This design comes from an exercise in tuning for small area on the open sky130 flow, not from production work.
In this exercise RTL edits were held to simulation tests only and were not proved equivalent to the original.
Power is estimated from default activity; no workload was simulated.

==> flow/design.v (excerpt) <==
module register_file_mp
#(
   parameter int DATA_WIDTH = regfile_pkg::DEF_DATA_WIDTH,
   parameter int REG_NUMBER = regfile_pkg::DEF_REG_NUMBER,
   parameter int NUM_READ   = regfile_pkg::DEF_NUM_READ
)
(
   input  logic                           clk,
   input  logic                           rst,
   input  logic [NUM_READ*REG_NUMBER-1:0] rs_addr,
   output logic [NUM_READ*DATA_WIDTH-1:0] rs_data,
   output logic [NUM_READ-1:0]            rs_busy,
   input  logic [1:0]                     wr_en,
   input  logic [2*REG_NUMBER-1:0]        wr_addr,
   input  logic [2*DATA_WIDTH-1:0]        wr_data,
   input  logic                           rsv_en,
   input  logic [REG_NUMBER-1:0]          rsv_addr,
   input  logic                           clr_req,
   output logic                           clr_busy
);
clock: 7.0 ns
lec_check: 0
cap_margin: 20
core_margin: 2
core_utilization: 35
gpl_timing_driven: 0
place_density: 0.45
setup_slack_margin: 0.1
slew_margin: 20
synth_hierarchical: 1
standard.sh (not shown) runs the stock make flow with config.mk's settings and CLKGATE_MAP_FILE= SYNTH_SCRIPT=/design/flow/synth_recipe.tcl, a recipe that flattens the netlist after the stock synthesis.
==> flow/flow/run.sh <==
#!/bin/bash
# Layout flow: the standard ORFS flow (standard.sh, synthesis unchanged), with a few
# step options set through the ORFS variables the steps read:
#  - every port still gets a buffer, but a small one (ports.tcl: buf_2 on inputs, buf_1
#    on outputs) instead of the flow's default pick, a slow delay cell;
#  - the buffers Yosys/ABC put in are removed at floorplan, and repair_design re-buffers;
#  - before repair_design, drivers of nets with 20+ loads get drive strength 2 (presize.tcl);
#  - CTS uses clkbuf_8, clusters up to 12 sinks within 100 um, and inserts no dummy loads.
# standard.sh's output goes to standard.log; each ORFS step logs to orfs/logs/.
set -euo pipefail
here=$(cd "$(dirname "$0")" && pwd)
export DONT_BUFFER_PORTS=1
export PRE_GLOBAL_PLACE_TCL="$here/ports.tcl"
export REMOVE_ABC_BUFFERS=1
export PRE_RESIZE_TCL="$here/presize.tcl"
export CTS_ARGS="-sink_clustering_enable -repair_clock_nets -sink_clustering_size 12 -sink_clustering_max_diameter 100 -buf_list sky130_fd_sc_hd__clkbuf_8 -dont_use_dummy_load"
bash standard.sh > standard.log 2>&1
==> flow/flow/ports.tcl <==
# Sourced before global placement (PRE_GLOBAL_PLACE_TCL), with the flow's own port
# buffering turned off: every input port gets a buf_2 and every output port a buf_1.
buffer_ports -inputs -buffer_cell sky130_fd_sc_hd__buf_2
buffer_ports -outputs -buffer_cell sky130_fd_sc_hd__buf_1
==> flow/flow/presize.tcl <==
# Sourced before repair_design (PRE_RESIZE_TCL): give the driver of every net with 20 or
# more loads drive strength 2, so that repair_design need not buffer those nets.
set n_up 0
foreach net [get_nets *] {
  set loads [get_pins -quiet -of_objects $net -filter "direction==input"]
  if {[llength $loads] < 20} continue
  set drv [get_pins -quiet -of_objects $net -filter "direction==output"]
  if {[llength $drv] != 1} continue
  set inst [get_cells -of_objects $drv]
  set m [get_property $inst ref_name]
  if {[regexp {^(sky130_fd_sc_hd__[a-z0-9]+)_[0-9]+$} $m -> base]} {
    set want ${base}_2
    if {$want ne $m && [llength [get_lib_cells -quiet */$want]]} { replace_cell $inst $want; incr n_up }
  }
}
puts "presize: resized $n_up drivers"
Next try:
==> flow/flow/run.sh (replaced) <==
#!/bin/bash
# Layout flow: the standard ORFS flow (standard.sh, synthesis unchanged), with a few
# step options set through the ORFS variables the steps read:
#  - port buffers use buf_2 instead of the flow's default pick (a slow delay cell);
#  - the buffers Yosys/ABC put in are removed at floorplan, and repair_design re-buffers;
#  - before repair_design, drivers of nets with 20+ loads get drive strength 2 (presize.tcl);
#  - CTS uses clkbuf_8, clusters up to 20 sinks within 50 um, and inserts no dummy loads;
# standard.sh's output goes to standard.log; each ORFS step logs to orfs/logs/.
set -euo pipefail
here=$(cd "$(dirname "$0")" && pwd)
export BUFFER_PORTS_ARGS="-buffer_cell sky130_fd_sc_hd__buf_2"
export REMOVE_ABC_BUFFERS=1
export PRE_RESIZE_TCL="$here/presize.tcl"
export CTS_ARGS="-sink_clustering_enable -repair_clock_nets -sink_clustering_size 20 -sink_clustering_max_diameter 50 -buf_list sky130_fd_sc_hd__clkbuf_8 -dont_use_dummy_load"
bash standard.sh > standard.log 2>&1
- CAP_MARGIN: 20 -> 10
- SLEW_MARGIN: 20 -> 10
removed: flow/flow/ports.tcl
After rerunning: This time the run finished but fails on capacitance limit, slew limit; total power is higher by 7.2%; setup slack is worse by 0.37 ns; non-clock buffer count is higher by 2; area after synthesis is unchanged; sequential share of layout area is lower by 0.50 points; via count is higher by 0.42%.

========
Setup of the previous run:
register_file_mp again, from the RTL that the note above started with.
Design register_file_mp, start of the top module:
module register_file_mp
#(
   parameter int DATA_WIDTH = regfile_pkg::DEF_DATA_WIDTH,
   parameter int REG_NUMBER = regfile_pkg::DEF_REG_NUMBER,
   parameter int NUM_READ   = regfile_pkg::DEF_NUM_READ
)
(
   input  logic                           clk,
   input  logic                           rst,
   input  logic [NUM_READ*REG_NUMBER-1:0] rs_addr,
   output logic [NUM_READ*DATA_WIDTH-1:0] rs_data,
   output logic [NUM_READ-1:0]            rs_busy,
   input  logic [1:0]                     wr_en,
   input  logic [2*REG_NUMBER-1:0]        wr_addr,
   input  logic [2*DATA_WIDTH-1:0]        wr_data,
   input  logic                           rsv_en,
   input  logic [REG_NUMBER-1:0]          rsv_addr,
   input  logic                           clr_req,
   output logic                           clr_busy
);
clock: 7.0 ns
lec_check: 0
cap_margin: 20
core_margin: 2
core_utilization: 35
gpl_timing_driven: 0
place_density: 0.55
setup_slack_margin: 0.1
slew_margin: 20
synth_hierarchical: 1
==> flow/flow/run.sh <==
#!/bin/bash
# Layout flow: the standard ORFS flow (standard.sh, synthesis unchanged), with a few
# step options set through the ORFS variables the steps read:
#  - every port still gets a buffer, but a small one (ports.tcl: buf_2 on inputs, buf_1
#    on outputs) instead of the flow's default pick, a slow delay cell;
#  - the buffers Yosys/ABC put in are removed at floorplan, and repair_design re-buffers;
#  - before repair_design, drivers of nets with 20+ loads get drive strength 2 (presize.tcl);
#  - CTS uses clkbuf_8, clusters up to 12 sinks within 100 um, and inserts no dummy loads.
# standard.sh's output goes to standard.log; each ORFS step logs to orfs/logs/.
set -euo pipefail
here=$(cd "$(dirname "$0")" && pwd)
export DONT_BUFFER_PORTS=1
export PRE_GLOBAL_PLACE_TCL="$here/ports.tcl"
export REMOVE_ABC_BUFFERS=1
export PRE_RESIZE_TCL="$here/presize.tcl"
export CTS_ARGS="-sink_clustering_enable -repair_clock_nets -sink_clustering_size 12 -sink_clustering_max_diameter 100 -buf_list sky130_fd_sc_hd__clkbuf_8 -dont_use_dummy_load"
bash standard.sh > standard.log 2>&1
==> flow/flow/ports.tcl <==
# Sourced before global placement (PRE_GLOBAL_PLACE_TCL), with the flow's own port
# buffering turned off: every input port gets a buf_2 and every output port a buf_1.
buffer_ports -inputs -buffer_cell sky130_fd_sc_hd__buf_2
buffer_ports -outputs -buffer_cell sky130_fd_sc_hd__buf_1
Scripts as last shown in full above: flow/flow/presize.tcl
What the current run does differently from the previous run at the input level:
- CAP_MARGIN: 20 -> 10
- SLEW_MARGIN: 20 -> 10
==> flow/flow/run.sh <==
#!/bin/bash
# Layout flow: the standard ORFS flow (standard.sh, synthesis unchanged), with a few
# step options set through the ORFS variables the steps read:
#  - port buffers use buf_2 instead of the flow's default pick (a slow delay cell);
#  - the buffers Yosys/ABC put in are removed at floorplan, and repair_design re-buffers;
#  - before repair_design, drivers of nets with 20+ loads get drive strength 2 (presize.tcl);
#  - CTS uses clkbuf_8, clusters up to 20 sinks within 50 um, and inserts no dummy loads;
# standard.sh's output goes to standard.log; each ORFS step logs to orfs/logs/.
set -euo pipefail
here=$(cd "$(dirname "$0")" && pwd)
export BUFFER_PORTS_ARGS="-buffer_cell sky130_fd_sc_hd__buf_2"
export REMOVE_ABC_BUFFERS=1
export PRE_RESIZE_TCL="$here/presize.tcl"
export CTS_ARGS="-sink_clustering_enable -repair_clock_nets -sink_clustering_size 20 -sink_clustering_max_diameter 50 -buf_list sky130_fd_sc_hd__clkbuf_8 -dont_use_dummy_load"
bash standard.sh > standard.log 2>&1
removed: flow/flow/ports.tcl
Notes after the runs:
- Sort the current run and the previous run by worst-case setup margin in the final layout asc -> top: the current run
- Going from the previous run to the current run, summed area of non-filler cells in the final layout increased 0.32%; register-to-register slack decreased 0.41 ns.
- Of the current run and the previous run, the run reporting the higher critical path data arrival time was the current run.
- Clock skew on the current run is up relative to the previous run.

[static timing again, ports no longer ideal]
The results above use ideal ports. As a check the final layouts listed here were re-extracted and re-timed, cells and wires unchanged.
Step 1 (the two cells are an assumption about what drives the block):
set clk [get_ports {clk}]
set_driving_cell -lib_cell sky130_fd_sc_hd__clkbuf_16 $clk
set_driving_cell -lib_cell sky130_fd_sc_hd__buf_2 [delete_from_list [all_inputs] $clk]
Step 2 adds t to the input delays and takes it off the output delays; t is the mean of the earliest and latest rising clock arrival at the registers after step 1. Input paths then give back, and output paths get back, about the clock's delay inside the block.
a / b / c = no drivers / after step 1 / after step 2; a / b = the first two.
| run | t, ns | slack for setup (ns) | clock arrival spread, ns |
|---|---|---|---|
| the first run of note 1 | 0.883 | 0.590 / 0.519 / 0.526 | 0.085 / 0.085 |
| the second run of note 1 | 0.837 | 0.222 / 0.197 / 0.197 | 0.099 / 0.098 |
| the previous run | 0.790 | 0.406 / 0.352 / 0.352 | 0.107 / 0.108 |
| the current run | 0.830 | 0.232 / 0.205 / 0.205 | 0.147 / 0.147 |
For the first run of note 1, which loses most, drivers alone change the setup slack by -0.071 ns; drivers and shift together by -0.064 ns.
